From an optimization exercise on the open Yosys and OpenROAD flow, aimed at small area; shortcuts taken in it are not production practice.
RTL that was checked went through simulation tests only; none was proved equivalent to the original.
For runs 2 and 3, only the layout was checked, not whether the RTL still works.
Power and IR drop assume default switching activity.

==> flow/design.v <==
module ext_msg_ram #(
  parameter int MSG_WIDTH  = 6,
  parameter int LANES      = 3,
  parameter int ADDR_WIDTH = 8,
  parameter int RAM_DEPTH  = 1 << ADDR_WIDTH
) (
  input  logic                         clk,
  input  logic                         rst,
  input  logic                         cs,
  input  logic                         we,
  input  logic [LANES-1:0]             lane_en,
  input  logic [ADDR_WIDTH-1:0]        address,
  input  logic [LANES*MSG_WIDTH-1:0]   data_in,
  input  logic                         clear_req,
  output logic [LANES*MSG_WIDTH-1:0]   data_out,
  output logic                         rd_valid,
  output logic                         busy
);
  localparam int WORD_W = LANES * MSG_WIDTH;
  localparam logic [ADDR_WIDTH-1:0] LAST_ADDR = ADDR_WIDTH'(RAM_DEPTH - 1);
  localparam logic [ADDR_WIDTH-1:0] ADDR_ZERO = {ADDR_WIDTH{1'b0}};
  localparam logic [ADDR_WIDTH-1:0] ADDR_ONE  = {{(ADDR_WIDTH-1){1'b0}}, 1'b1};
  typedef enum logic {
    IDLE  = 1'b0,
    CLEAR = 1'b1
  } state_e;
  state_e                 state_q, state_d;
  logic [ADDR_WIDTH-1:0]  clr_addr_q, clr_addr_d;
  logic                   busy_q, busy_d;
  logic                   rd_valid_q, rd_valid_d;
  logic [WORD_W-1:0]      data_out_q, data_out_d;
  logic                   acc_s;        
  logic                   clr_wr_s;     
  logic [ADDR_WIDTH-1:0]  ram_addr_s;
  logic [LANES-1:0]       lane_we_s;
  logic [WORD_W-1:0]      ram_rdata_s;
  always_comb begin
    state_d    = state_q;
    clr_addr_d = clr_addr_q;
    busy_d     = busy_q;
    rd_valid_d = 1'b0;
    acc_s      = 1'b0;
    clr_wr_s   = 1'b0;
    case (state_q)
      CLEAR: begin
        clr_wr_s = 1'b1;
        if (clr_addr_q == LAST_ADDR) begin
          state_d    = IDLE;
          clr_addr_d = ADDR_ZERO;
          busy_d     = 1'b0;
        end else begin
          clr_addr_d = clr_addr_q + ADDR_ONE;
          busy_d     = 1'b1;
        end
      end
      IDLE: begin
        if (cs) begin
          acc_s      = 1'b1;
          rd_valid_d = 1'b1;
        end else begin
          acc_s      = 1'b0;
        end
        if (clear_req) begin
          state_d    = CLEAR;
          clr_addr_d = ADDR_ZERO;
          busy_d     = 1'b1;
        end else begin
          busy_d     = 1'b0;
        end
      end
      default: begin
        state_d    = CLEAR;
        clr_addr_d = ADDR_ZERO;
        busy_d     = 1'b1;
      end
    endcase
  end
  always_comb begin
    ram_addr_s = address;
    lane_we_s  = {LANES{1'b0}};
    if (rst) begin
      lane_we_s = {LANES{1'b0}};
    end else if (clr_wr_s) begin
      ram_addr_s = clr_addr_q;
      lane_we_s  = {LANES{1'b1}};
    end else if (acc_s && we) begin
      lane_we_s  = lane_en;
    end else begin
      lane_we_s  = {LANES{1'b0}};
    end
  end
  for (genvar g = 0; g < LANES; g++) begin : g_lane
    logic [MSG_WIDTH-1:0] mem [RAM_DEPTH];
    logic [MSG_WIDTH-1:0] wdata_s;
    assign wdata_s = clr_wr_s ? {MSG_WIDTH{1'b0}}
                              : data_in[g*MSG_WIDTH +: MSG_WIDTH];
    always_ff @(posedge clk) begin
      if (lane_we_s[g]) begin
        mem[ram_addr_s] <= wdata_s;
      end
    end
    assign ram_rdata_s[g*MSG_WIDTH +: MSG_WIDTH] = mem[address];
  end
  always_comb begin
    data_out_d = data_out_q;
    if (acc_s) begin
      for (int i = 0; i < LANES; i++) begin
        if (we && lane_en[i]) begin
          data_out_d[i*MSG_WIDTH +: MSG_WIDTH] = data_in[i*MSG_WIDTH +: MSG_WIDTH];
        end else begin
          data_out_d[i*MSG_WIDTH +: MSG_WIDTH] = ram_rdata_s[i*MSG_WIDTH +: MSG_WIDTH];
        end
      end
    end else begin
      data_out_d = data_out_q;
    end
  end
  always_ff @(posedge clk) begin
    if (rst) begin
      state_q    <= CLEAR;
      clr_addr_q <= ADDR_ZERO;
      busy_q     <= 1'b1;
      rd_valid_q <= 1'b0;
      data_out_q <= {WORD_W{1'b0}};
    end else begin
      state_q    <= state_d;
      clr_addr_q <= clr_addr_d;
      busy_q     <= busy_d;
      rd_valid_q <= rd_valid_d;
      data_out_q <= data_out_d;
    end
  end
  assign data_out = data_out_q;
  assign rd_valid = rd_valid_q;
  assign busy     = busy_q;
endmodule
==> flow/run.sh <==
#!/bin/bash
# synth_recipe.tcl (not shown) runs the flow's synth.tcl, then flattens the netlist and writes it again
# the make line also repeats each setting of config.mk as NAME=value (left out here)
make -C /OpenROAD-flow-scripts/flow DESIGN_CONFIG=/design/flow/config.mk WORK_HOME=/design/flow/orfs CLKGATE_MAP_FILE= SYNTH_SCRIPT=/design/flow/synth_recipe.tcl finish
==> flow/config.mk <==
export PLATFORM = sky130hd
export DESIGN_NAME = ext_msg_ram
export DESIGN_NICKNAME = ext_msg_ram
export VERILOG_FILES = /design/flow/design.v
export SDC_FILE = /design/flow/constraint.sdc
export NUM_CORES = 4
export LEC_CHECK = 0
export CAP_MARGIN = 20
export CORE_MARGIN = 2
export CORE_UTILIZATION = 35
export PLACE_DENSITY = 0.45
export SLEW_MARGIN = 20
==> flow/constraint.sdc <==
create_clock -name core_clock -period 6.0 [get_ports {clk}]
set_input_delay 1.2000 -clock core_clock [delete_from_list [all_inputs] [get_ports {clk}]]
set_output_delay 1.2000 -clock core_clock [all_outputs]
set_load 0.01 [all_outputs]
==> run_results.csv, run 1 <==
group,metric,value,unit
finish,drive_gt1_frac,0.244,
worst_setup_path,crit_type,"reg2reg",
worst_setup_path,cp.arrival,5.19,ns
placed_design,numPortBuffers,53,
detailed_routing,firstDrtPassIters,6,
clock_network,clk_latency,1.06,ns
floorplanning,die-height,725,um
worst_setup_path,path_buf_inv,2,
floorplanning,core_area,517000,sq um
worst_setup_path,path_cells,"inv_1 > nor2_2 > nand3_1 > o21ai_0 > nand2_2 > buf_4 > nor2_1",
floorplanning,start_util,0.352,
detailed_routing,drt_wl_total,585000,um
clock_network,cts-root-buf,"clkbuf_16",
sta,fin_skew,0.0623,ns
worst_setup_path,critPathTopFamily,"simple AND/OR/NAND/NOR gates",
synthesis,ys_warn_count,1,
detailed_routing,route.met3.wl,43400,um
synthesis,synth_area_leader_cell,"edfxtp_1",
clock_network,cts_setup_buffers,0,
synthesis,synth_top_area_frac,0.760,
sta,timing.final.hold_violations,0,
synthesis,synthTopCellsByArea,"edfxtp_1, mux4_2, nor2_1, mux2i_1, nand2_1",
synthesis,synth_commonest_cells,"edfxtp_1, mux4_2, nor2_1, nand2_1, mux2i_1",
placed_design,globalplace.congestion,0.859,
detailed_routing,vias,92500,
sta,fmax,0.221,GHz
detailed_routing,drt-initial-drc-count,11700,
sta,maxSlewHeadroom,0.156,
sta,worst-slew-pin-transition,1.26,ns
clock_network,cts_resized,0,
floorplanning,std_cell_rows,264,
worst_setup_path,end_kind,"flip-flop",
finish,nets,9202,
detailed_routing,viasPerCell,5.60,
synthesis,synth_edf_count,4608,
sta,period_minus_slack,4.52,ns
sta,finalCritPeriodShare,0.754,
floorplanning,fp.dieW,725,um
synthesis,yosysMostFrequentCell,"edfxtp_1",
clock_network,tritoncts,"done",
synthesis,ys_ff_latch,4636,
finish,synthToLayoutAreaGrowth,14.3,%
detailed_routing,drc,0,
pwr,power_leakage,65.3,nW
job,cap_violations,0,
synthesis,async_flop_share,0,
pwr,pwr_density_cell,329,nW/um^2
worst_setup_path,critPathMaxFanout,32,
grt,grt_pass1_wl,801000,um
sta,fin_tns_setup,0,ns
sta,drv_slew,0,
outcome,status,"no timing/DRC/antenna violations",
worst_setup_path,critPathMaxStageDelay,0.86,ns
synthesis,ys.flop_type,"edfxtp_1",
synthesis,synth.distinct_cells,74,
synthesis,synth_seq_area_share,0.763,
sta,setup_viol_count_final,0,
detailed_routing,post_drt_wl_per_cell,35.4,um
worst_setup_path,crit_path_start_kind,"flip-flop",
clock_network,hold_buffers,0,
detailed_routing,ant_nets,0,
detailed_routing,wl_met1,248000,um
synthesis,syn-num-nets,8832,
detailed_routing,wl_met2,275000,um
hold_path,hold_class,"in2reg",
grt,antenna_found_initial,62,
grt,track_usage,0.218,
floorplanning,dieArea,526000,sq um
clock_network,h-tree-depth,5,
floorplanning,boundaryPins,54,
clock_network,cts_buffer_depth,4,
synthesis,synth_area,182000,sq um
pwr,ir_drop,0.251,mV
clock_network,cts-buffers-inserted,485,
grt,grt_pass1_vias,93700,
grt,grt_max_degree,193,
clock_network,clock-sinks,4636,
sta,rsz0062_at_grt,"false",
detailed_routing,top_layer_used,"met5",
finish,utilization,0.402,
worst_setup_path,required,6.67,ns
clock_network,cts.clk_slew.worst_paths,0.06,ns
worst_setup_path,cp_slowest_cell,"nor2_2",
synthesis,avgSynthCellArea,20.7,sq um
placed_design,dpl.hpwl,370000,um
grt,grt_overflow,0,
synthesis,synth_cells,8797,
==> power breakdown <==
group | switching [mW] | internal (mW)
Sequential | 0.0118 | 35.1
Combinational | 2.05 | 1.16
Clock | 12.9 | 17.1
==> stage by stage <==
stage	instance area [sq um]	setup slack [ns]	power [mW]	instances	hold slack, ns
detailed placement	192000	0.495	39.0	15600	0.613
global route	208000	1.34	70.2	16500	0.412
finish	208000	1.48	68.3	16500	0.435
CTS	208000	1.65	68.9	16500	0.351
global placement	192000	0.440	39.0	15600	0.595
floorplan	182000	-2.79	37.6	8797	0.495
==> registers in the layout, indices dropped and copies added, names as in the netlist <==
signal / cells
busy_q: 1
clr_addr_q: 8
data_out_q: 18
g_lane.mem: 4608
rd_valid_q: 1
==> cell type report <==
| cell class | instances | area (sq um) |
|---|---|---|
| fill | 46000 | 309000 |
| antenna | 15 | 37.5 |
| tap | 6916 | 8650 |
| clock inverter | 307 | 2960 |
| multi-input combinational | 3586 | 40100 |
| clock buffer | 600 | 12700 |
| inverter | 7 | 46.3 |
| sequential | 4636 | 139000 |
| timing repair buffer | 451 | 4480 |
==> layer usage <==
metal  up-vias  track usage
met2      3811        0.348
met4        14       0.0609
met1     50800        0.308
met3       748       0.0380
li1      37200            -
met5         -            0
==> tightest hold or removal path, delay by kind of cell <==
family	cells	cell delay, ns
compound gates	1	0.05
buf+inv	1	0.13
simple gates	1	0.05
==> layout by cell type (no fill, tap or decap), types with 96 or more instances in the layout <==
| cell | Yosys | final |
|---|---|---|
| a21oi_1 | 106 | 105 |
| buf_4 | 65 | 322 |
| clkbuf_1 | 225 | 101 |
| clkbuf_16 | 0 | 488 |
| clkinv_1 | 1 | 107 |
| clkinv_2 | 0 | 98 |
| edfxtp_1 | 4608 | 4608 |
| mux2i_1 | 321 | 320 |
| mux4_2 | 1126 | 1126 |
| nand2_1 | 358 | 334 |
| nor2_1 | 870 | 861 |
| o22ai_1 | 96 | 96 |
==> cell families after synthesis <==
family | share of synthesized area
adders and majority gates | 0.0000687
xor gates and xnor gates | 0.000385
buffers and inverters | 0.0180
and+or+nand+nor | 0.0338
AOI/OAI and AO/OA | 0.0227
muxes | 0.162
DFF | 0.763
==> path summary, 6_finish.rpt <==
path / slack, ns / startpoint / depth (start not counted) / endpoint
worst max-delay path: 1.48 / busy_q / 7 / g_lane[1].mem[225][4]
worst max register to register: 1.48 / busy_q / 7 / g_lane[1].mem[225][4]
worst min-delay path: 0.43 / rst / 3 / busy_q
worst min register to register: 0.65 / clr_addr_q[5] / 2 / clr_addr_q[5]
==> inputs of run 2 (changes only) <==
==> flow/design.v (replaced) <==
module ext_msg_ram #(
  parameter int MSG_WIDTH  = 6,
  parameter int LANES      = 3,
  parameter int ADDR_WIDTH = 8,
  parameter int RAM_DEPTH  = 1 << ADDR_WIDTH
) (
  input  logic                         clk,
  input  logic                         rst,
  input  logic                         cs,
  input  logic                         we,
  input  logic [LANES-1:0]             lane_en,
  input  logic [ADDR_WIDTH-1:0]        address,
  input  logic [LANES*MSG_WIDTH-1:0]   data_in,
  input  logic                         clear_req,
  output logic [LANES*MSG_WIDTH-1:0]   data_out,
  output logic                         rd_valid,
  output logic                         busy
);
  localparam int WORD_W = LANES * MSG_WIDTH;
  localparam logic [ADDR_WIDTH-1:0] LAST_ADDR = ADDR_WIDTH'(RAM_DEPTH - 1);
  logic                   busy_q;
  logic [ADDR_WIDTH-1:0]  clr_addr_q;
  logic                   rd_valid_q;
  logic [WORD_W-1:0]      data_out_q;
  logic                   acc_s;       
  logic [ADDR_WIDTH-1:0]  ram_addr_s;  
  logic [RAM_DEPTH-1:0]   sel_s;       
  logic [LANES-1:0]       lane_wr_s;   
  logic [WORD_W-1:0]      wcol_s;      
  logic [WORD_W-1:0]      rdata_s;
  assign acc_s      = ~busy_q & cs;
  assign ram_addr_s = busy_q ? clr_addr_q : address;
  always_comb begin
    if (rst)         lane_wr_s = '0;
    else if (busy_q) lane_wr_s = '1;
    else if (cs & we) lane_wr_s = lane_en;
    else             lane_wr_s = '0;
  end
  for (genvar c = 0; c < WORD_W; c++) begin : g_col
    assign wcol_s[c] = lane_wr_s[c / MSG_WIDTH] & ~busy_q & data_in[c];
  end
  for (genvar w = 0; w < RAM_DEPTH; w++) begin : g_dec
    assign sel_s[w] = (ram_addr_s == ADDR_WIDTH'(w));
  end
  logic [WORD_W-1:0] mem_q [RAM_DEPTH];
  logic [WORD_W-1:0] mem_d [RAM_DEPTH];
  logic [WORD_W-1:0] rd_terms [RAM_DEPTH];
  for (genvar w = 0; w < RAM_DEPTH; w++) begin : g_word
    logic [LANES-1:0] hold_s;
    for (genvar l = 0; l < LANES; l++) begin : g_hold
      assign hold_s[l] = ~(sel_s[w] & lane_wr_s[l]);
    end
    for (genvar c = 0; c < WORD_W; c++) begin : g_bit
      assign mem_d[w][c] = (sel_s[w] & wcol_s[c]) | (mem_q[w][c] & hold_s[c / MSG_WIDTH]);
      assign rd_terms[w][c] = sel_s[w] & mem_q[w][c];
    end
    always_ff @(posedge clk) mem_q[w] <= mem_d[w];
  end
  always_comb begin
    rdata_s = '0;
    for (int w = 0; w < RAM_DEPTH; w++) rdata_s = rdata_s | rd_terms[w];
  end
  always_ff @(posedge clk) begin
    if (rst) begin
      busy_q     <= 1'b1;
      clr_addr_q <= '0;
      rd_valid_q <= 1'b0;
      data_out_q <= '0;
    end else begin
      rd_valid_q <= acc_s;
      if (busy_q) begin
        clr_addr_q <= clr_addr_q + 1'b1;
        if (clr_addr_q == LAST_ADDR) busy_q <= 1'b0;
      end else if (clear_req) begin
        busy_q     <= 1'b1;
        clr_addr_q <= '0;
      end
      if (acc_s) begin
        for (int i = 0; i < LANES; i++) begin
          if (we && lane_en[i])
            data_out_q[i*MSG_WIDTH +: MSG_WIDTH] <= data_in[i*MSG_WIDTH +: MSG_WIDTH];
          else
            data_out_q[i*MSG_WIDTH +: MSG_WIDTH] <= rdata_s[i*MSG_WIDTH +: MSG_WIDTH];
        end
      end
    end
  end
  assign data_out = data_out_q;
  assign rd_valid = rd_valid_q;
  assign busy     = busy_q;
endmodule
--- a/flow/config.mk
+++ b/flow/config.mk
@@ -8,5 +8,5 @@
 export CAP_MARGIN = 20
 export CORE_MARGIN = 2
-export CORE_UTILIZATION = 35
-export PLACE_DENSITY = 0.45
+export CORE_UTILIZATION = 60
+export PLACE_DENSITY = 0.68
 export SLEW_MARGIN = 20
==> run 2 against run 1 <==
Compared with the run above: the flow now stops in global routing (5_1_grt); area after synthesis decreased by 6.4%; synthesized cell count up 78%.
==> run_results.csv, run 2 <==
group,metric,value,unit
synthesis,synthTopCellsByArea,"dfxtp_1, a22o_1, a22oi_1, nand2_1, clkbuf_1",
floorplanning,boundaryPins,54,
clock_network,cts_resized,0,
clock_network,h-tree-depth,5,
outcome,status,"did not finish",
synthesis,synth_area,170000,sq um
placed_design,numPortBuffers,53,
synthesis,ys.flop_type,"dfxtp_1",
synthesis,ys_ff_latch,4636,
clock_network,hold_buffers,0,
placed_design,dp_cells,19400,
floorplanning,die-height,537,um
synthesis,synth_top_area_frac,0.545,
floorplanning,std_cell_rows,195,
placed_design,dpl.hpwl,886000,um
outcome,error_line,"[ERROR GRT-0116] Global routing finished with congestion. Check the congestion regions in the DRC Viewer.",
synthesis,synth_area_leader_cell,"dfxtp_1",
placed_design,placed_area,186000,sq um
grt,grt_pass1_vias,189000,
clock_network,cts_setup_buffers,0,
clock_network,cts_buffer_depth,4,
synthesis,ys_warn_count,4,
synthesis,synth_edf_count,0,
floorplanning,start_util,0.603,
synthesis,synth_commonest_cells,"a22o_1, dfxtp_1, a22oi_1, nand2_1, clkbuf_1",
synthesis,synth_cells,15700,
placed_design,globalplace.congestion,1.38,
synthesis,synth.distinct_cells,67,
grt,grt_pass1_wl,1810000,um
grt,grt_max_degree,145,
grt,track_usage,0.897,
grt,grt_overflow,3373,
outcome,failing_step,"global routing (5_1_grt)",
clock_network,cts-buffers-inserted,447,
clock_network,cts-root-buf,"clkbuf_16",
placed_design,preCtsSetupSlack,-0.472,ns
synthesis,yosysMostFrequentCell,"a22o_1",
floorplanning,fp.dieW,537,um
synthesis,async_flop_share,0,
synthesis,syn-num-nets,15700,
clock_network,clock-sinks,4636,
synthesis,synth_seq_area_share,0.545,
synthesis,avgSynthCellArea,10.8,sq um
run 2: cell count changes after synthesis, sizes merged, moves of 680 or more:
cell,previous run,this run
edfxtp,4608,0
mux4,1147,0
clkbuf,227,907
dfxtp,28,4636
a22o,15,4757
nand2,358,1098
a22oi,40,1686
run 2: worst min path at each step:
stage / startpoint / endpoint / slack, ns / cells past startpoint
2_1_floorplan: mem_q[0][15] / mem_q[0][15] / 0.43 / 1
3_3_place_gp: mem_q[211][6] / mem_q[211][6] / 0.45 / 1
3_5_place_dp: mem_q[50][4] / mem_q[50][4] / 0.45 / 1
4_1_cts: mem_q[158][6] / mem_q[158][6] / 0.47 / 1
run 2: through the flow:
stage | hold slack [ns] | total power [mW] | utilization
global placement | 0.447 | 32.2 | 0.657
detailed placement | 0.446 | 32.2 | 0.658
CTS | 0.468 | 61.4 | 0.713
floorplan | 0.434 | 31.7 | -
run 2: logic make-up after synthesis:
logic type | Yosys count | synth area share
adder cells (fa/ha/maj) | 1 | 0.0000735
multiplexers | 1 | 0.0000588
AND/OR/NAND/NOR | 2435 | 0.0694
flip-flops | 4636 | 0.545
AO/OA/AOI/OAI | 6975 | 0.346
buffers and inverters | 1654 | 0.0392
run 2: metal layers:
layer / overflow / track usage
met1: 378 / 0.914
met2: 1587 / 0.962
met4: 902 / 0.834
met3: 441 / 0.848
met5: 65 / 0.718
run 2: power by group through the flow:
| stage | Sequential, mW | Clock [mW] | Combinational [mW] |
|---|---|---|---|
| CTS | 30.8 | 29.9 | 0.708 |
| detailed placement | 31.5 | 0 | 0.705 |
| global placement | 31.5 | 0 | 0.701 |
| floorplan | 31.5 | 0 | 0.227 |
==> inputs of run 3 (changes only) <==
--- a/flow/config.mk
+++ b/flow/config.mk
@@ -8,5 +8,8 @@
 export CAP_MARGIN = 20
 export CORE_MARGIN = 2
-export CORE_UTILIZATION = 60
-export PLACE_DENSITY = 0.68
+export CORE_UTILIZATION = 50
+export CTS_BUF_LIST = sky130_fd_sc_hd__clkbuf_4 sky130_fd_sc_hd__clkbuf_8
+export CTS_CLUSTER_DIAMETER = 60
+export CTS_CLUSTER_SIZE = 20
+export PLACE_DENSITY = 0.6
 export SLEW_MARGIN = 20
==> run 3 against run 2 <==
Compared with the run above: the flow again stops in global routing (5_1_grt); synthesized cell count did not move; area after synthesis did not move.
==> run_results.csv, run 3 <==
group,metric,value,unit
grt,track_usage,0.774,
floorplanning,start_util,0.502,
placed_design,dpl.hpwl,976000,um
synthesis,synth_area_leader_cell,"dfxtp_1",
synthesis,synth_seq_area_share,0.545,
clock_network,h-tree-depth,5,
placed_design,globalplace.congestion,1.31,
synthesis,synth_commonest_cells,"a22o_1, dfxtp_1, a22oi_1, nand2_1, clkbuf_1",
floorplanning,die-height,588,um
grt,grt_max_degree,97,
clock_network,cts_resized,0,
synthesis,synth_xor_area_frac,0,
synthesis,synth.distinct_cells,67,
synthesis,synth_cells,15700,
synthesis,avgSynthCellArea,10.8,sq um
placed_design,numPortBuffers,53,
floorplanning,boundaryPins,54,
placed_design,placed_area,190000,sq um
outcome,error_line,"[ERROR GRT-0116] Global routing finished with congestion. Check the congestion regions in the DRC Viewer.",
floorplanning,fp.dieW,588,um
synthesis,yosysMostFrequentCell,"a22o_1",
synthesis,async_flop_share,0,
clock_network,cts-root-buf,"clkbuf_8",
clock_network,cts_setup_buffers,0,
grt,grt_overflow,123,
floorplanning,std_cell_rows,214,
clock_network,cts_buffer_depth,4,
synthesis,synth_top_family_by_area,"compound AO/OA/AOI/OAI gates",
synthesis,ys_ff_latch,4636,
clock_network,clock-sinks,4636,
placed_design,preCtsSetupSlack,-0.253,ns
grt,grt_pass1_wl,1810000,um
synthesis,synth-compound-area-share,0.346,
synthesis,synthMuxAreaShare,0.0000588,
synthesis,synth_edf_count,0,
clock_network,cts-buffers-inserted,344,
synthesis,synthAdderAreaFrac,0.0000735,
clock_network,hold_buffers,0,
synthesis,syn-num-nets,15700,
synthesis,synthSimpleGateAreaFrac,0.0694,
synthesis,synth_top_area_frac,0.545,
synthesis,synth_area,170000,sq um
outcome,failing_step,"global routing (5_1_grt)",
grt,grt_pass1_vias,178000,
synthesis,ys.flop_type,"dfxtp_1",
outcome,status,"did not finish",
synthesis,synthTopCellsByArea,"dfxtp_1, a22o_1, a22oi_1, nand2_1, clkbuf_1",
synthesis,ys_warn_count,4,
run 3: how the worst max path moves through the flow:
stage / startpoint / end / slack [ns] / cells past startpoint
2_1_floorplan: address[6] / mem_q[89][0] / 2.11 / 10
3_3_place_gp: address[1] / data_out_q[16] / -0.69 / 11
4_1_cts: busy_q / data_out_q[12] / 0.63 / 15
3_5_place_dp: address[2] / data_out_q[12] / -0.25 / 15
run 3: per-layer routing:
layer	GRT overflow	track usage
met5	0	0.485
met4	42	0.676
met3	3	0.687
met2	77	0.865
met1	1	0.815
run 3: per-stage QoR:
step	power [mW]	setup TNS (ns)	std cells	hold WS, ns
floorplan	31.7	0	15700	0.434
global placement	32.3	-5.80	20400	0.447
detailed placement	32.3	-1.50	20500	0.449
CTS	50.3	0	21100	0.478
run 3: kinds of logic after synthesis:
logic type,count (synthesis)
muxes,1
and+or+nand+nor,2435
buffers and inverters,1654
adders and majority gates,1
AOI/OAI and AO/OA,6975
DFF,4636
run 3: power groups by stage:
stage | registers (mW) | logic, mW | clock network [mW]
global placement | 31.5 | 0.783 | 0
detailed placement | 31.5 | 0.782 | 0
CTS | 30.8 | 0.783 | 18.8
floorplan | 31.5 | 0.227 | 0
==> inputs of run 4 (changes only) <==
--- a/flow/design.v
+++ b/flow/design.v
@@ -45,5 +45,4 @@
   logic [WORD_W-1:0] mem_q [RAM_DEPTH];
   logic [WORD_W-1:0] mem_d [RAM_DEPTH];
-  logic [WORD_W-1:0] rd_terms [RAM_DEPTH];
   for (genvar w = 0; w < RAM_DEPTH; w++) begin : g_word
     logic [LANES-1:0] hold_s;
@@ -53,12 +52,31 @@
     for (genvar c = 0; c < WORD_W; c++) begin : g_bit
       assign mem_d[w][c] = (sel_s[w] & wcol_s[c]) | (mem_q[w][c] & hold_s[c / MSG_WIDTH]);
-      assign rd_terms[w][c] = sel_s[w] & mem_q[w][c];
     end
     always_ff @(posedge clk) mem_q[w] <= mem_d[w];
   end
-  always_comb begin
-    rdata_s = '0;
-    for (int w = 0; w < RAM_DEPTH; w++) rdata_s = rdata_s | rd_terms[w];
+  localparam int RD_LOG = 3;
+  localparam int RD_GRP = 1 << RD_LOG;
+  localparam int N_GRP  = RAM_DEPTH / RD_GRP;
+  localparam int UP_W   = ADDR_WIDTH - RD_LOG;
+  logic [RD_GRP-1:0] rsel_s;
+  for (genvar j = 0; j < RD_GRP; j++) begin : g_rsel
+    assign rsel_s[j] = (address[RD_LOG-1:0] == RD_LOG'(j));
   end
+  logic [WORD_W-1:0] rd_lvl [UP_W+1][N_GRP];
+  for (genvar g = 0; g < N_GRP; g++) begin : g_rd0
+    for (genvar c = 0; c < WORD_W; c++) begin : g_c
+      logic [RD_GRP-1:0] qv;
+      for (genvar j = 0; j < RD_GRP; j++) begin : g_t
+        assign qv[j] = mem_q[g*RD_GRP + j][c];
+      end
+      ext_msg_ram_rdgrp #(.N(RD_GRP)) u_grp (.sel(rsel_s), .q(qv), .y(rd_lvl[0][g][c]));
+    end
+  end
+  for (genvar k = 0; k < UP_W; k++) begin : g_rdl
+    for (genvar j = 0; j < (N_GRP >> (k + 1)); j++) begin : g_rdm
+      assign rd_lvl[k+1][j] = address[RD_LOG+k] ? rd_lvl[k][2*j+1] : rd_lvl[k][2*j];
+    end
+  end
+  assign rdata_s = rd_lvl[UP_W][0];
   always_ff @(posedge clk) begin
     if (rst) begin
@@ -90,2 +108,22 @@
   assign busy     = busy_q;
 endmodule
+module ext_msg_ram_rdgrp #(
+  parameter int N = 8
+) (
+  input  logic [N-1:0] sel,
+  input  logic [N-1:0] q,
+  output logic         y
+);
+  logic n0, n1, n2;
+  ext_msg_ram_aoi3 u_a0 (.s(sel[2:0]), .q(q[2:0]), .yn(n0));
+  ext_msg_ram_aoi3 u_a1 (.s(sel[5:3]), .q(q[5:3]), .yn(n1));
+  assign n2 = ~((sel[6] & q[6]) | (sel[7] & q[7]));
+  assign y  = ~(n0 & n1 & n2);
+endmodule
+module ext_msg_ram_aoi3 (
+  input  logic [2:0] s,
+  input  logic [2:0] q,
+  output logic       yn
+);
+  assign yn = ~|(s & q);
+endmodule
--- a/flow/config.mk
+++ b/flow/config.mk
@@ -9,7 +9,9 @@
 export CORE_MARGIN = 2
 export CORE_UTILIZATION = 50
-export CTS_BUF_LIST = sky130_fd_sc_hd__clkbuf_4 sky130_fd_sc_hd__clkbuf_8
-export CTS_CLUSTER_DIAMETER = 60
-export CTS_CLUSTER_SIZE = 20
+export CTS_BUF_LIST = sky130_fd_sc_hd__clkbuf_8
+export CTS_CLUSTER_DIAMETER = 80
+export CTS_CLUSTER_SIZE = 14
 export PLACE_DENSITY = 0.6
 export SLEW_MARGIN = 20
+export SYNTH_HIERARCHICAL = 1
+export SYNTH_MINIMUM_KEEP_SIZE = 0
==> run 4 against run 3 <==
Compared with the run above: the run now finishes clean; synthesized cell count fell by 8.7%; area after synthesis fell by 2.1%.
==> run_results.csv, run 4 <==
group,metric,value,unit
hold_path,hold_class,"in2reg",
finish,largest_reg_flops,4608,
sta,setup_viol_count_final,0,
clock_network,hold_buffers,0,
detailed_routing,firstDrtPassIters,13,
clock_network,tritoncts,"done",
detailed_routing,viasPerCell,7.46,
finish,drive_gt1_frac,0.0948,
pwr,pwr_density_cell,265,nW/um^2
worst_setup_path,cp.arrival,6.01,ns
finish,synthToLayoutAreaGrowth,8.39,%
clock_network,cts_buffer_depth,4,
job,cap_violations,0,
synthesis,synth.distinct_cells,47,
sta,drv_slew,0,
detailed_routing,drc,0,
pwr,combPwrFrac,0.027,
worst_setup_path,required,7.06,ns
placed_design,preCtsSetupSlack,0.0498,ns
sta,period_minus_slack,4.95,ns
finish,reg_top3,"mem_q: 4608 flops, data_out_q: 18 flops, clr_addr_q: 8 flops",
synthesis,ys_ff_latch,4636,
detailed_routing,ant_nets,0,
sta,finalCritPeriodShare,0.825,
synthesis,synth_area_leader_cell,"dfxtp_1",
outcome,status,"no timing/DRC/antenna violations",
pwr,power_leakage,65.9,nW
pwr,power.share.switching,0.234,
floorplanning,std_cell_rows,211,
clock_network,clk_latency,1.17,ns
sta,fin_skew,0.0524,ns
sta,rsz0062_at_grt,"false",
floorplanning,boundaryPins,54,
synthesis,synth_cells,14300,
finish,layout_commonest_cell,"dfxtp_1",
synthesis,yosysMostFrequentCell,"dfxtp_1",
grt,grt_overflow,0,
clock_network,cts-buffers-inserted,369,
worst_setup_path,end_kind,"flip-flop",
pwr,p_int,36.7,mW
synthesis,ys.flop_type,"dfxtp_1",
floorplanning,dieArea,338000,sq um
detailed_routing,post_drt_wl_per_cell,34.3,um
synthesis,synth_edf_count,0,
worst_setup_path,crit_type,"in2reg",
grt,grt_pass1_wl,930000,um
clock_network,cts_resized,0,
floorplanning,core_area,331000,sq um
floorplanning,start_util,0.503,
synthesis,async_flop_share,0,
clock_network,clock-sinks,4636,
sta,maxSlewHeadroom,0.222,
worst_setup_path,crit_path_start_kind,"input port",
clock_network,h-tree-depth,5,
pwr,clockPowerShare,0.331,
synthesis,ys_warn_count,13,
placed_design,numPortBuffers,53,
synthesis,avgSynthCellArea,11.6,sq um
placed_design,globalplace.congestion,0.962,
finish,nets,14300,
sta,whs,0.469,ns
clock_network,cts-root-buf,"clkbuf_8",
clock_network,cts_setup_buffers,0,
worst_setup_path,critPathMaxFanout,39,
finish,fill_cells,27900,
synthesis,synthTopCellsByArea,"dfxtp_1, a22o_1, a222oi_1, a22oi_1, mux4_2",
grt,grt_pass1_vias,132000,
synthesis,synth_area,167000,sq um
pwr,p_switching,11.2,mW
sta,timing.final.hold_violations,0,
grt,track_usage,0.360,
finish,final_cell_mix,"dfxtp_1, a22o_1, a222oi_1, nand2_1, nand3_1",
sta,worst-slew-pin-transition,1.17,ns
clock_network,cts.clk_slew.worst_paths,0.10,ns
finish,regMostFlops,"mem_q",
floorplanning,fp.dieW,581,um
floorplanning,die-height,581,um
detailed_routing,drt_wl_total,639000,um
placed_design,dpl.hpwl,419000,um
synthesis,syn-num-nets,14400,
synthesis,synth_seq_area_share,0.557,
synthesis,synth_commonest_cells,"dfxtp_1, a22o_1, a222oi_1, nand2_1, clkbuf_1",
grt,grt_max_degree,133,
sta,fmax,0.202,GHz
pwr,p_seq_frac,0.642,
sta,final.setup.worst_slack,1.05,ns
synthesis,synth_top_area_frac,0.557,
grt,antenna_found_initial,36,
detailed_routing,vias,139000,
pwr,ir_drop,0.186,mV
detailed_routing,drt-initial-drc-count,23700,
run 4: metal layers:
metal	wire length, um	up-vias	part of all wire	GRT usage
met5	113	-	0.00018	0
met3	68600	1442	0.11	0.0701
met1	261000	69900	0.41	0.499
met2	273000	9236	0.43	0.530
li1	-	58500	-	-
met4	37000	14	0.058	0.188
run 4: logic make-up after synthesis:
family	Yosys count	synth area share
buffers and inverters	1231	0.0315
adders and majority gates	1	0.0000751
AOI/OAI and AO/OA	6489	0.344
DFF	4636	0.557
muxes	170	0.0204
and+or+nand+nor	1812	0.0474
run 4: power groups by stage:
| stage | clock network [mW] | logic [mW] | registers (mW) |
|---|---|---|---|
| 4_1_cts | 16.0 | 1.26 | 30.8 |
| 3_3_place_gp | 0 | 1.24 | 31.5 |
| 5_1_grt | 17.1 | 1.31 | 30.8 |
| 6_report | 15.9 | 1.32 | 30.8 |
| 2_1_floorplan | 0 | 0.516 | 31.5 |
| 3_5_place_dp | 0 | 1.25 | 31.5 |
run 4: per-stage QoR:
stage	instance area [sq um]	std cells	setup TNS, ns	power (mW)	utilization
global placement	175000	18200	-0.779	32.7	0.529
detailed placement	175000	18200	0	32.7	0.529
CTS	181000	18600	0	48.1	0.545
finish	181000	18600	0	48.0	0.546
floorplan	167000	14300	-130.19	32.0	-
global route	181000	18600	0	49.2	0.546
run 4: modules after synthesis, one instance, submodules excluded, a selection:
module | cells inside | flip-flops and latches
ext_msg_ram | 12000 | 4636
ext_msg_ram_aoi3 | 1 | 0
run 4: layout make-up:
type,count,area [sq um],share of cell area
Antenna cell,12,30.0,0.000166
Tap cell,4366,5460,0.0302
Inverter,5,18.8,0.000104
Clock buffer,377,5190,0.0287
Clock inverter,17,160,0.000887
Multi-Input combinational cell,8472,69100,0.383
Timing Repair Buffer,761,7830,0.0433
Sequential cell,4636,92800,0.514
run 4: path summary, 6_finish.rpt:
check                              startpoint              to  slack (ns)  cells after the start
worst max-delay path               address[1]   data_out_q[5]        1.05                     14
worst min-delay path                      rst  data_out_q[17]        0.47                      2
worst max register to register         busy_q   mem_q[124][0]        2.00                      6
worst min register to register  mem_q[196][6]   mem_q[196][6]        0.48                      1
run 4: worst max-delay path, cell delays in order:
cell and delay (ns):
clkdlybuf4s50_1 0.77, buf_4 0.31, nor3b_4 0.73, buf_8 0.25, buf_12 0.26, buf_12 0.19
a222oi_1 0.09, nand3_1 0.18, nor2b_1 0.32, a211oi_1 0.14, a2111oi_1 0.85, buf_4 0.29
nor4_1 0.08, a311oi_1 0.29
==> inputs of run 5 (changes only) <==
--- a/flow/design.v
+++ b/flow/design.v
@@ -55,28 +55,24 @@
     always_ff @(posedge clk) mem_q[w] <= mem_d[w];
   end
-  localparam int RD_LOG = 3;
-  localparam int RD_GRP = 1 << RD_LOG;
-  localparam int N_GRP  = RAM_DEPTH / RD_GRP;
-  localparam int UP_W   = ADDR_WIDTH - RD_LOG;
-  logic [RD_GRP-1:0] rsel_s;
-  for (genvar j = 0; j < RD_GRP; j++) begin : g_rsel
-    assign rsel_s[j] = (address[RD_LOG-1:0] == RD_LOG'(j));
+  localparam int RD_GRP = 12;
+  localparam int N_FULL = RAM_DEPTH / RD_GRP;
+  localparam int REM    = RAM_DEPTH - N_FULL * RD_GRP;
+  localparam int N_GRP  = N_FULL + 1;
+  logic [N_GRP-1:0] grp_s [WORD_W];
+  for (genvar c = 0; c < WORD_W; c++) begin : g_rc
+    logic [RAM_DEPTH-1:0] qc;
+    for (genvar w = 0; w < RAM_DEPTH; w++) begin : g_t
+      assign qc[w] = mem_q[w][c];
+    end
+    for (genvar g = 0; g < N_FULL; g++) begin : g_rd
+      ext_msg_ram_rdgrp12 u_grp (
+        .sel(sel_s[g*RD_GRP +: RD_GRP]), .q(qc[g*RD_GRP +: RD_GRP]), .y(grp_s[c][g]));
+    end
+    ext_msg_ram_rdgrp4 u_last (
+      .sel(sel_s[N_FULL*RD_GRP +: REM]), .q(qc[N_FULL*RD_GRP +: REM]), .y(grp_s[c][N_FULL]));
   end
-  logic [WORD_W-1:0] rd_lvl [UP_W+1][N_GRP];
-  for (genvar g = 0; g < N_GRP; g++) begin : g_rd0
-    for (genvar c = 0; c < WORD_W; c++) begin : g_c
-      logic [RD_GRP-1:0] qv;
-      for (genvar j = 0; j < RD_GRP; j++) begin : g_t
-        assign qv[j] = mem_q[g*RD_GRP + j][c];
-      end
-      ext_msg_ram_rdgrp #(.N(RD_GRP)) u_grp (.sel(rsel_s), .q(qv), .y(rd_lvl[0][g][c]));
-    end
+  for (genvar c = 0; c < WORD_W; c++) begin : g_ror
+    assign rdata_s[c] = |grp_s[c];
   end
-  for (genvar k = 0; k < UP_W; k++) begin : g_rdl
-    for (genvar j = 0; j < (N_GRP >> (k + 1)); j++) begin : g_rdm
-      assign rd_lvl[k+1][j] = address[RD_LOG+k] ? rd_lvl[k][2*j+1] : rd_lvl[k][2*j];
-    end
-  end
-  assign rdata_s = rd_lvl[UP_W][0];
   always_ff @(posedge clk) begin
     if (rst) begin
@@ -108,16 +104,24 @@
   assign busy     = busy_q;
 endmodule
-module ext_msg_ram_rdgrp #(
-  parameter int N = 8
-) (
-  input  logic [N-1:0] sel,
-  input  logic [N-1:0] q,
-  output logic         y
+module ext_msg_ram_rdgrp12 (
+  input  logic [11:0] sel,
+  input  logic [11:0] q,
+  output logic        y
 );
-  logic n0, n1, n2;
-  ext_msg_ram_aoi3 u_a0 (.s(sel[2:0]), .q(q[2:0]), .yn(n0));
-  ext_msg_ram_aoi3 u_a1 (.s(sel[5:3]), .q(q[5:3]), .yn(n1));
-  assign n2 = ~((sel[6] & q[6]) | (sel[7] & q[7]));
-  assign y  = ~(n0 & n1 & n2);
+  logic [3:0] n;
+  for (genvar i = 0; i < 4; i++) begin : g_a
+    ext_msg_ram_aoi3 u_a (.s(sel[3*i +: 3]), .q(q[3*i +: 3]), .yn(n[i]));
+  end
+  assign y = ~&n;
+endmodule
+module ext_msg_ram_rdgrp4 (
+  input  logic [3:0] sel,
+  input  logic [3:0] q,
+  output logic       y
+);
+  logic n0, n1;
+  assign n0 = ~((sel[0] & q[0]) | (sel[1] & q[1]));
+  assign n1 = ~((sel[2] & q[2]) | (sel[3] & q[3]));
+  assign y  = ~(n0 & n1);
 endmodule
 module ext_msg_ram_aoi3 (
==> run 5 against run 4 <==
Compared with the run above: still clean; sequential share of layout area increased by 0.94 points; first-iteration DRC count rose by 20%; flip-flop and latch count did not move; worst hold slack got worse by 0.0019 ns; global-route usage rose by 2.3 points; combinational power shrank 8%; utilization decreased by 0.29 points; register-to-register slack worse by 1.8 ns; area after synthesis shrank 1.6%; final area shrank 1.8%; fmax fell by 15%; critical path type is now reg2reg; largest power group unchanged; highest routed layer unchanged.
==> run_results.csv, run 5 <==
group,metric,value,unit
grt,gr-usage-met2,0.559,
pwr,power,48.7,mW
sta,timing.final.hold_violations,0,
synthesis,ys_ff_latch,4636,
placed_design,numPortBuffers,53,
finish,utilization,0.543,
clock_network,clk_latency,1.18,ns
grt,top_usage_layer,"met2",
clock_network,cts.clk_slew.worst_paths,0.10,ns
worst_setup_path,required,7.03,ns
worst_setup_path,path_cells,"nand3b_1 > buf_4 > a22oi_1 > buf_4 > nand2_1 > inv_1 > a222oi_1 > nand4_1 > nor4_4 > nand4_1 > buf_4 > o221ai_1 > a21oi_1",
synthesis,synth_top_area_frac,0.566,
sta,rsz0062_at_grt,"false",
finish,drive_gt1_frac,0.0877,
clock_network,hold_buffers,0,
synthesis,synth_cells,13900,
finish,fin_cells,18300,
detailed_routing,drc,0,
clock_network,cts-buffers-inserted,369,
finish,nets,14000,
detailed_routing,viasPerCell,7.64,
grt,grt_max_degree,146,
synthesis,synth_seq_area_share,0.566,
sta,fin_skew,0.0468,ns
finish,final_area,177000,sq um
placed_design,preCtsSetupSlack,-0.383,ns
finish,reg_top3,"mem_q: 4608 flops, data_out_q: 18 flops, clr_addr_q: 8 flops",
placed_design,placed_area,172000,sq um
detailed_routing,post_drt_wl_per_cell,36.4,um
grt,track_usage,0.383,
synthesis,synth.distinct_cells,45,
job,cap_violations,0,
finish,largest_reg_flops,4608,
clock_network,cts_buffer_depth,4,
worst_setup_path,worst_r2r_path_depth,13,
finish,layout_commonest_cell,"dfxtp_1",
grt,grt_pass1_vias,133000,
detailed_routing,firstDrtPassIters,13,
synthesis,avgSynthCellArea,11.8,sq um
worst_setup_path,crit_path_start_kind,"flip-flop",
synthesis,synth_commonest_cells,"dfxtp_1, o2bb2ai_1, a222oi_1, clkbuf_1, nand3_1",
pwr,ir_drop,0.202,mV
sta,whs,0.467,ns
detailed_routing,ant_nets,0,
hold_path,min_to,"mem_q[45][2]",
synthesis,synth_edf_count,0,
synthesis,ys.flop_type,"dfxtp_1",
synthesis,ys_warn_count,12,
outcome,status,"no timing/DRC/antenna violations",
worst_setup_path,critPathTopFamily,"simple AND/OR/NAND/NOR gates",
synthesis,syn-num-nets,14000,
floorplanning,start_util,0.502,
synthesis,synthTopCellsByArea,"dfxtp_1, o2bb2ai_1, a222oi_1, a22o_1, nand3_1",
clock_network,tritoncts,"done",
pwr,power_leakage,57.1,nW
grt,use_met3,0.0881,
floorplanning,boundaryPins,54,
placed_design,dpl.hpwl,437000,um
sta,finalCritPeriodShare,0.970,
worst_setup_path,regToRegSetupSlack,0.18,ns
floorplanning,core_area,327000,sq um
sta,setup_viol_count_final,0,
sta,worst-slew-pin-transition,1.23,ns
clock_network,h-tree-depth,5,
synthesis,yosysMostFrequentCell,"dfxtp_1",
worst_setup_path,crit_type,"reg2reg",
floorplanning,std_cell_rows,210,
grt,antenna_found_initial,42,
finish,synthToLayoutAreaGrowth,8.16,%
worst_setup_path,critPathMaxFanout,48,
finish,regMostFlops,"mem_q",
worst_setup_path,cp.arrival,6.85,ns
grt,grt_overflow,0,
hold_path,hp-start,"mem_q[45][2]",
sta,maxSlewHeadroom,0.181,
finish,final_cell_mix,"dfxtp_1, o2bb2ai_1, a222oi_1, nand3_1, a22o_1",
worst_setup_path,critPathMaxStageDelay,0.99,ns
placed_design,dp_cells,17900,
clock_network,clock-sinks,4636,
hold_path,hold-path-cell-count,1,
sta,fin_tns_setup,0,ns
sta,period_minus_slack,5.82,ns
worst_setup_path,path_common_cell,"buf_4",
grt,use_met1,0.516,
worst_setup_path,cp_num_cells,13,
sta,fmax,0.172,GHz
detailed_routing,drt-initial-drc-count,28400,
detailed_routing,drt_wl_total,667000,um
floorplanning,dieArea,333000,sq um
floorplanning,fp.dieW,577,um
worst_setup_path,path_buf_inv,4,
clock_network,cts_setup_buffers,0,
worst_setup_path,cp_slowest_cell,"nor4_4",
worst_setup_path,reg2reg_from,"busy_q",
worst_setup_path,r2r-end,"data_out_q[10]",
pwr,pwr_density_cell,274,nW/um^2
floorplanning,die-height,577,um
synthesis,async_flop_share,0,
synthesis,synth_area_leader_cell,"dfxtp_1",
grt,grt_pass1_wl,958000,um
detailed_routing,vias,140000,
synthesis,synth_area,164000,sq um
sta,drv_slew,0,
hold_path,hold_class,"reg2reg",
worst_setup_path,end_kind,"flip-flop",
clock_network,cts-root-buf,"clkbuf_8",
sta,final.setup.worst_slack,0.180,ns
placed_design,globalplace.congestion,0.991,
## run 5: changes by cell type after synthesis, moves of 212 or more
cell       delta
nand4_1     +392
a222oi_1    +368
o2bb2ai_1  +4005
a22o_1     -4015
buf_2       -235
inv_1       +212
nor2_1      -282
nand2_1     -534
a22oi_1     -514
## run 5: worst register-to-register path, cell delays in order (launching register included)
cell,delay [ns]
dfxtp_2,0.93
nand3b_1,0.48
buf_4,0.24
a22oi_1,0.26
buf_4,0.34
nand2_1,0.14
inv_1,0.15
a222oi_1,0.66
nand4_1,0.54
nor4_4,1.00
nand4_1,0.44
buf_4,0.28
o221ai_1,0.16
a21oi_1,0.11
## run 5: report_power, final
part | switching (mW) | internal, mW
logic | 0.715 | 0.492
clock network | 10.2 | 5.67
registers | 0.318 | 31.3
## run 5: how the worst max path moves through the flow
stage	from	endpoint	slack (ns)
after floorplan	address[0]	data_out_q[6]	2.05
after global placement	address[2]	data_out_q[8]	-0.86
after detailed placement	address[2]	data_out_q[12]	-0.38
after CTS	busy_q	data_out_q[12]	0.31
after global routing	busy_q	data_out_q[12]	0.1
final	busy_q	data_out_q[10]	0.18
## run 5: kinds of logic after synthesis
logic type | count (synthesis) | synth area share
multiplexers | 2 | 0.000130
AO/OA/AOI/OAI | 6267 | 0.346
buffers and inverters | 1329 | 0.0327
flip-flops | 4636 | 0.566
AND/OR/NAND/NOR | 1714 | 0.0555
adder cells (fa/ha/maj) | 1 | 0.0000763
## run 5: modules after synthesis, one instance, submodules excluded
module | copies in the design | cell area (sq um)
ext_msg_ram | 1 | 146000
ext_msg_ram_rdgrp4 | 18 | 18.8
ext_msg_ram_aoi3 | 1512 | 10.0
ext_msg_ram_rdgrp12 | 378 | 6.26
## run 5: timing repair
action                                  in CTS  in global routing
gates resized for setup                      0                  1
hold endpoints to repair                     0                  0
endpoints found under the setup margin       0                  1
## run 5: final cells by class
type | instances | area [sq um]
Antenna cell | 16 | 40.0
Clock buffer | 379 | 5220
Clock inverter | 17 | 138
Fill cell | 27700 | 149000
Inverter | 217 | 815
Multi-Input combinational cell | 7984 | 66300
Sequential cell | 4636 | 92800
Tap cell | 4346 | 5440
Timing Repair Buffer | 709 | 6630
## run 5: layer usage
| layer | vias up | part of all wire |
|---|---|---|
| li1 | 58600 | - |
| met4 | 28 | 0.069 |
| met1 | 69600 | 0.40 |
| met3 | 1801 | 0.12 |
| met5 | - | 0.00027 |
| met2 | 9934 | 0.42 |
==> inputs of run 6 (changes only) <==
--- a/flow/config.mk
+++ b/flow/config.mk
@@ -11,5 +11,5 @@
 export CTS_BUF_LIST = sky130_fd_sc_hd__clkbuf_8
 export CTS_CLUSTER_DIAMETER = 80
-export CTS_CLUSTER_SIZE = 14
+export CTS_CLUSTER_SIZE = 16
 export PLACE_DENSITY = 0.6
 export SLEW_MARGIN = 20
==> run 6 against run 5 <==
Compared with the run above: sequential power hardly changed; sequential share of layout area is 0.16 points higher; total power is 1.5% lower; non-clock buffer count is 1 lower; final cell count is 0.16% lower; register-to-register slack hardly changed; utilization is 0.17 points lower; via count hardly changed; still clean on timing, DRC and antenna; synthesized cell count stayed put.
==> run_results.csv, run 6 <==
group,metric,value,unit
outcome,status,"no timing/DRC/antenna violations",
worst_setup_path,cp.arrival,6.86,ns
synthesis,async_flop_share,0,
synthesis,synthTopCellsByArea,"dfxtp_1, o2bb2ai_1, a222oi_1, a22o_1, nand3_1",
clock_network,cts-buffers-inserted,328,
clock_network,cts.clk_slew.worst_paths,0.10,ns
grt,antenna_found_initial,41,
synthesis,synth_edf_count,0,
detailed_routing,ant_nets,0,
synthesis,synth_area,164000,sq um
synthesis,synth_top_area_frac,0.566,
worst_setup_path,critPathMaxStageDelay,0.93,ns
worst_setup_path,end_kind,"flip-flop",
worst_setup_path,crit_end,"data_out_q[14]",
worst_setup_path,crit_path_start_kind,"flip-flop",
grt,grt_max_degree,146,
job,cap_violations,0,
floorplanning,dieArea,333000,sq um
clock_network,clock-sinks,4636,
detailed_routing,viasPerCell,7.65,
detailed_routing,drt_wl_total,666000,um
floorplanning,std_cell_rows,210,
finish,largest_reg_flops,4608,
sta,fmax,0.172,GHz
worst_setup_path,path_cells,"or3_1 > a222oi_1 > buf_12 > nand2_1 > inv_1 > a222oi_1 > nand4_1 > nor4_1 > nand4_1 > buf_4 > o221ai_1 > a21oi_1",
detailed_routing,firstDrtPassIters,13,
synthesis,synthSimpleGateAreaFrac,0.0555,
synthesis,ys_warn_count,12,
finish,layout_commonest_cell,"dfxtp_1",
sta,period_minus_slack,5.82,ns
clock_network,cts_buffer_depth,4,
synthesis,synth_area_leader_cell,"dfxtp_1",
sta,timing.final.hold_violations,0,
worst_setup_path,cp_slowest_cell,"dfxtp_2",
floorplanning,core_area,327000,sq um
sta,finalCritPeriodShare,0.970,
finish,nets,13900,
synthesis,synth.distinct_cells,45,
hold_path,hold_class,"reg2reg",
worst_setup_path,worst_r2r_path_depth,12,
finish,seq_area,92800,sq um
synthesis,synth_commonest_cells,"dfxtp_1, o2bb2ai_1, a222oi_1, clkbuf_1, nand3_1",
floorplanning,start_util,0.502,
worst_setup_path,setup.worst_path.start,"busy_q",
synthesis,ys_ff_latch,4636,
placed_design,globalplace.congestion,0.991,
placed_design,preCtsSetupSlack,-0.383,ns
sta,fin_skew,0.0724,ns
grt,grt_pass1_wl,957000,um
clock_network,clk_latency,1.16,ns
pwr,power_leakage,56.9,nW
floorplanning,fp.dieW,577,um
sta,final.setup.worst_slack,0.181,ns
synthesis,synth_seq_area_share,0.566,
finish,fin_cells,18300,
synthesis,synth_cells,13900,
worst_setup_path,reg2reg_from,"busy_q",
sta,worst-slew-pin-transition,1.38,ns
synthesis,ys.flop_type,"dfxtp_1",
finish,multiInputGateArea,66300,sq um
synthesis,yosysMostFrequentCell,"dfxtp_1",
clock_network,tritoncts,"done",
synthesis,avgSynthCellArea,11.8,sq um
sta,drv_slew,0,
clock_network,cts-root-buf,"clkbuf_8",
placed_design,numPortBuffers,53,
placed_design,dp_cells,17900,
synthesis,synth-compound-area-share,0.346,
placed_design,dpl.hpwl,437000,um
finish,drive_gt1_frac,0.0850,
worst_setup_path,required,7.04,ns
floorplanning,boundaryPins,54,
worst_setup_path,regToRegSetupSlack,0.18,ns
detailed_routing,post_drt_wl_per_cell,36.5,um
synthesis,synthAdderAreaFrac,0.0000763,
grt,grt_pass1_vias,132000,
finish,reg_top3,"mem_q: 4608 flops, data_out_q: 18 flops, clr_addr_q: 8 flops",
detailed_routing,vias,140000,
synthesis,synthMuxAreaShare,0.000130,
clock_network,h-tree-depth,5,
finish,fill_cells,27700,
detailed_routing,drc,0,
worst_setup_path,crit_type,"reg2reg",
pwr,pwr_density_cell,271,nW/um^2
sta,rsz0062_at_grt,"false",
worst_setup_path,r2r-end,"data_out_q[14]",
grt,grt_overflow,0,
synthesis,synth_xor_area_frac,0,
finish,final_cell_mix,"dfxtp_1, o2bb2ai_1, a222oi_1, nand3_1, a22o_1",
finish,regMostFlops,"mem_q",
floorplanning,die-height,577,um
finish,synthToLayoutAreaGrowth,7.82,%
synthesis,synth_top_family_by_area,"compound AO/OA/AOI/OAI gates",
pwr,ir_drop,0.171,mV
worst_setup_path,critPathMaxFanout,48,
sta,setup_viol_count_final,0,
sta,maxSlewHeadroom,0.0823,
synthesis,syn-num-nets,14000,
detailed_routing,drt-initial-drc-count,28500,
grt,track_usage,0.383,
clock_network,hold_buffers,0,
run 6: cell counts after synthesis:
Identical to the previous run, type by type.
run 6: timing repair:
item	4_1_cts	5_1_grt
resized for setup	0	1
endpoints found under the setup margin	0	1
buffers inserted	0	0
run 6: cells by family after synthesis:
group / Yosys count
AND/OR/NAND/NOR: 1714
multiplexers: 2
adder cells (fa/ha/maj): 1
buffers and inverters: 1329
AO/OA/AOI/OAI: 6267
flip-flops: 4636
run 6: how the worst min path moves through the flow:
stage	startpoint	to	slack [ns]	cells past startpoint
after floorplan	mem_q[102][0]	mem_q[102][0]	0.43	1
after global placement	mem_q[150][10]	mem_q[150][10]	0.44	1
after detailed placement	mem_q[48][7]	mem_q[48][7]	0.45	1
after CTS	mem_q[152][9]	mem_q[152][9]	0.47	1
after global routing	mem_q[62][8]	mem_q[62][8]	0.48	1
final	mem_q[145][15]	mem_q[145][15]	0.47	1
run 6: metrics by stage:
step           hold slack, ns  total power [mW]  cell area (sq um)   util  setup TNS [ns]
2_1_floorplan           0.431              32.8             164000      -               0
3_3_place_gp            0.443              33.4             172000  0.526           -4.23
3_5_place_dp            0.445              33.4             172000  0.526           -2.11
4_1_cts                 0.472              48.0             177000  0.541               0
5_1_grt                 0.481              49.3             177000  0.541               0
6_report                0.471              48.0             177000  0.541               0
run 6: cell type report:
class	count	area share
Tap cell	4346	0.0308
Clock buffer	338	0.0263
Clock inverter	19	0.000835
Multi-Input combinational cell	7984	0.375
Sequential cell	4636	0.525
Antenna cell	26	0.000368
Timing Repair Buffer	708	0.0374
Inverter	217	0.00461
run 6: power by group:
group          switching [mW]  internal, mW  total, mW
registers               0.318          31.3       31.6
clock network            10.1          5.10       15.2
logic                   0.713         0.492       1.21
run 6: routing by layer:
| layer | vias up | part of all wire | GRT usage |
|---|---|---|---|
| met4 | 28 | 0.070 | 0.231 |
| met1 | 69500 | 0.40 | 0.518 |
| met2 | 9947 | 0.42 | 0.556 |
| met3 | 1792 | 0.11 | 0.0855 |
| met5 | - | 0.00055 | 0 |
| li1 | 58600 | - | - |
run 6: worst max-delay path, delay by kind of cell (launching register included):
family                 cells  cell delay [ns]
and+or+nand+nor            5             2.64
AOI/OAI and AO/OA          4             1.14
buffers and inverters      3             0.99
DFF                        1             0.93
run 6: Yosys stat by module (local to each module, per instance):
| module | times used | cell area, sq um |
|---|---|---|
| ext_msg_ram | 1 | 146000 |
| ext_msg_ram_rdgrp12 | 378 | 6.26 |
| ext_msg_ram_rdgrp4 | 18 | 18.8 |
| ext_msg_ram_aoi3 | 1512 | 10.0 |
==> inputs of run 7 (changes only) <==
--- a/flow/config.mk
+++ b/flow/config.mk
@@ -11,6 +11,6 @@
 export CTS_BUF_LIST = sky130_fd_sc_hd__clkbuf_8
 export CTS_CLUSTER_DIAMETER = 80
-export CTS_CLUSTER_SIZE = 16
-export PLACE_DENSITY = 0.6
+export CTS_CLUSTER_SIZE = 15
+export PLACE_DENSITY = 0.72
 export SLEW_MARGIN = 20
 export SYNTH_HIERARCHICAL = 1
==> run 7 against run 6 <==
Compared with the run above: clock-buffer cell count grew 17; wire length shrank 8.2%; largest cell class unchanged; still clean; total power increased by 0.83%; critical path type unchanged.
==> run_results.csv, run 7 <==
group,metric,value,unit
synthesis,synth_area,164000,sq um
synthesis,synth_edf_count,0,
grt,grt_pass1_vias,127000,
clock_network,clock-sinks,4636,
detailed_routing,firstDrtPassIters,14,
placed_design,globalplace.congestion,1.01,
worst_setup_path,critPathMaxFanout,35,
sta,rsz0062_at_grt,"false",
clock_network,hold_buffers,0,
finish,final_cell_mix,"dfxtp_1, o2bb2ai_1, a222oi_1, nand3_1, buf_4",
sta,fin_tns_setup,0,ns
placed_design,placed_area,173000,sq um
worst_setup_path,crit_type,"reg2reg",
worst_setup_path,r2r-end,"data_out_q[16]",
synthesis,ys_ff_latch,4636,
pwr,pwr_density_cell,272,nW/um^2
worst_setup_path,path_cells,"or3_1 > a22oi_2 > buf_4 > buf_4 > nand2_1 > inv_1 > buf_4 > a222oi_1 > nand4_1 > nor4_2 > buf_4 > nand3_1 > o221ai_1 > a21oi_1",
worst_setup_path,end_kind,"flip-flop",
worst_setup_path,cp_slowest_cell,"nor4_2",
sta,fmax,0.172,GHz
pwr,ir_drop,0.192,mV
detailed_routing,drc,0,
detailed_routing,drt_wl_total,611000,um
finish,multiInputGateArea,66400,sq um
floorplanning,boundaryPins,54,
finish,drive_gt1_frac,0.0939,
synthesis,ys.flop_type,"dfxtp_1",
worst_setup_path,regToRegSetupSlack,0.18,ns
clock_network,h-tree-depth,5,
clock_network,cts_buffer_depth,4,
pwr,power,48.4,mW
synthesis,synth_commonest_cells,"dfxtp_1, o2bb2ai_1, a222oi_1, clkbuf_1, nand3_1",
finish,largest_reg_flops,4608,
worst_setup_path,setup.worst_path.start,"busy_q",
finish,regMostFlops,"mem_q",
grt,antenna_found_initial,29,
detailed_routing,post_drt_wl_per_cell,33.2,um
finish,reg_top3,"mem_q: 4608 flops, data_out_q: 18 flops, clr_addr_q: 8 flops",
synthesis,avgSynthCellArea,11.8,sq um
hold_path,hold_class,"reg2reg",
synthesis,synth_cells,13900,
worst_setup_path,critPathTopFamily,"simple AND/OR/NAND/NOR gates",
worst_setup_path,required,7.04,ns
job,cap_violations,0,
synthesis,ys_warn_count,12,
grt,grt_pass1_wl,889000,um
floorplanning,die-height,577,um
grt,grt_overflow,0,
floorplanning,std_cell_rows,210,
detailed_routing,vias,138000,
placed_design,numPortBuffers,53,
synthesis,yosysMostFrequentCell,"dfxtp_1",
finish,fill_cells,27900,
worst_setup_path,worst_r2r_path_depth,14,
sta,period_minus_slack,5.82,ns
detailed_routing,viasPerCell,7.52,
synthesis,syn-num-nets,14000,
sta,finalCritPeriodShare,0.970,
placed_design,dpl.hpwl,399000,um
synthesis,synthTopCellsByArea,"dfxtp_1, o2bb2ai_1, a222oi_1, a22o_1, nand3_1",
synthesis,synth_seq_area_share,0.566,
clock_network,cts-root-buf,"clkbuf_8",
outcome,status,"no timing/DRC/antenna violations",
sta,whs,0.467,ns
worst_setup_path,cp_num_cells,14,
clock_network,clk_latency,1.19,ns
floorplanning,fp.dieW,577,um
synthesis,async_flop_share,0,
synthesis,synth_area_leader_cell,"dfxtp_1",
floorplanning,start_util,0.502,
worst_setup_path,crit_path_start_kind,"flip-flop",
clock_network,cts-buffers-inserted,351,
worst_setup_path,reg2reg_from,"busy_q",
finish,final_area,178000,sq um
grt,track_usage,0.350,
sta,fin_skew,0.139,ns
finish,layout_commonest_cell,"dfxtp_1",
finish,synthToLayoutAreaGrowth,8.53,%
floorplanning,dieArea,333000,sq um
finish,seq_area,92800,sq um
synthesis,synth.distinct_cells,45,
sta,maxSlewHeadroom,0.102,
worst_setup_path,path_buf_inv,5,
worst_setup_path,path_common_cell,"buf_4",
sta,drv_slew,0,
sta,setup_viol_count_final,0,
worst_setup_path,critPathMaxStageDelay,0.96,ns
pwr,power_leakage,57.5,nW
clock_network,cts_setup_buffers,0,
detailed_routing,ant_nets,0,
finish,nets,14000,
worst_setup_path,crit_end,"data_out_q[16]",
worst_setup_path,cp.arrival,6.86,ns
clock_network,cts.clk_slew.worst_paths,0.11,ns
sta,timing.final.hold_violations,0,
clock_network,tritoncts,"done",
sta,worst-slew-pin-transition,1.35,ns
floorplanning,core_area,327000,sq um
grt,grt_max_degree,152,
synthesis,synth_top_area_frac,0.566,
detailed_routing,drt-initial-drc-count,28400,
[run 7: cell counts after synthesis]
No cell type changed its count.
[run 7: routing by layer]
metal  up-vias  track usage  routed length, um
met5         -            0                121
met4        20        0.206              42000
met3      1775       0.0844              78900
met2     10100        0.501             253000
met1     67600        0.477             238000
li1      58800            -                  -
[run 7: kinds of logic after synthesis]
group / count (synthesis) / synth area share
flip-flops: 4636 / 0.566
AND/OR/NAND/NOR: 1714 / 0.0555
buffers and inverters: 1329 / 0.0327
adder cells (fa/ha/maj): 1 / 0.0000763
AO/OA/AOI/OAI: 6267 / 0.346
multiplexers: 2 / 0.000130
[run 7: final cells by class]
class	count	area share
Sequential cell	4636	0.521
Multi-Input combinational cell	7984	0.373
Timing Repair Buffer	789	0.0403
Tap cell	4346	0.0305
Clock buffer	355	0.0274
Inverter	217	0.00458
Clock inverter	32	0.00215
Antenna cell	26	0.000366
[run 7: per-stage QoR]
step            util  cells  worst slack [ns]
6_report       0.545  18400             0.178
5_1_grt        0.544  18400             0.170
4_1_cts        0.544  18400             0.371
3_5_place_dp   0.528  18000            -0.436
3_3_place_gp   0.528  18000            -0.800
2_1_floorplan      -  13900              2.05
[run 7: worst reg2reg max path, cell delays in order, from the launching register on]
cell and delay [ns]:
dfxtp_1 0.93, or3_1 0.66, a22oi_2 0.26, buf_4 0.27, buf_4 0.25, nand2_1 0.10
inv_1 0.13, buf_4 0.22, a222oi_1 0.56, nand4_1 0.60, nor4_2 0.96, buf_4 0.24
nand3_1 0.19, o221ai_1 0.26, a21oi_1 0.09
[run 7: Yosys stat by module, one instance, submodules excluded]
module	copies in the design	cells inside	flip-flops and latches
ext_msg_ram	1	12000	4636
ext_msg_ram_aoi3	1512	1	0
ext_msg_ram_rdgrp12	378	1	0
ext_msg_ram_rdgrp4	18	3	0
[run 7: worst min-delay path by stage]
stage                             start  cells past startpoint  slack (ns)             to
after detailed placement  mem_q[174][1]                      1        0.45  mem_q[174][1]
after floorplan           mem_q[102][0]                      1        0.43  mem_q[102][0]
after CTS                 mem_q[249][9]                      1        0.47  mem_q[249][9]
final                     mem_q[250][8]                      1        0.47  mem_q[250][8]
after global placement    mem_q[165][9]                      1        0.44  mem_q[165][9]
after global routing      mem_q[10][16]                      1        0.48  mem_q[10][16]
[run 7: power breakdown]
part | switching (mW) | leakage, nW | internal [mW] | total [mW]
registers | 0.299 | 37.5 | 31.3 | 31.6
clock network | 10.2 | 2.74 | 5.47 | 15.7
logic | 0.654 | 17.2 | 0.488 | 1.14
[run 7: repair_timing]
item / 4_1_cts / 5_1_grt
gates resized for setup: 0 / 1
endpoints found under the hold margin: 0 / 0
setup endpoints to repair: 0 / 1

## port drivers added, routing unchanged
No port has a modelled driver above. Below, the same layouts with a new extraction and two added sets of constraints.
Step 1: set_driving_cell puts a clkbuf_16 on clk and a buf_2 on each other input, an assumption about the parent block.
Step 2 adds t to the input delays and takes it off the output delays; t is the mean of the earliest and latest rising clock arrival at the registers after step 1. Input paths then give back, and output paths get back, about the clock's delay inside the block.
Three values: ideal, step 1, step 2; two values: the first two.
run | shift t [ns] | setup WS [ns] | slew at the worst register clock pin (ns) | worst data-port slew with drivers (ns)
run 1 | 1.136 | 1.475 / 1.475 / 0.572 | 0.07 / 0.07 | 0.25
run 4 | 1.250 | 1.050 / 1.122 / -0.128 | 0.11 / 0.11 | 0.23
run 5 | 1.258 | 0.180 / 0.180 / -0.603 | 0.11 / 0.11 | 0.16
run 6 | 1.237 | 0.181 / 0.181 / -0.618 | 0.12 / 0.12 | 0.17
run 7 | 1.233 | 0.178 / 0.178 / -0.748 | 0.11 / 0.11 | 0.23
Met with ideal ports but missed after step 2: setup timing in run 4, run 5, run 6 and run 7. The setup slack of run 4, which loses most, moves by +0.072 ns with the drivers and by -1.178 ns with both steps.
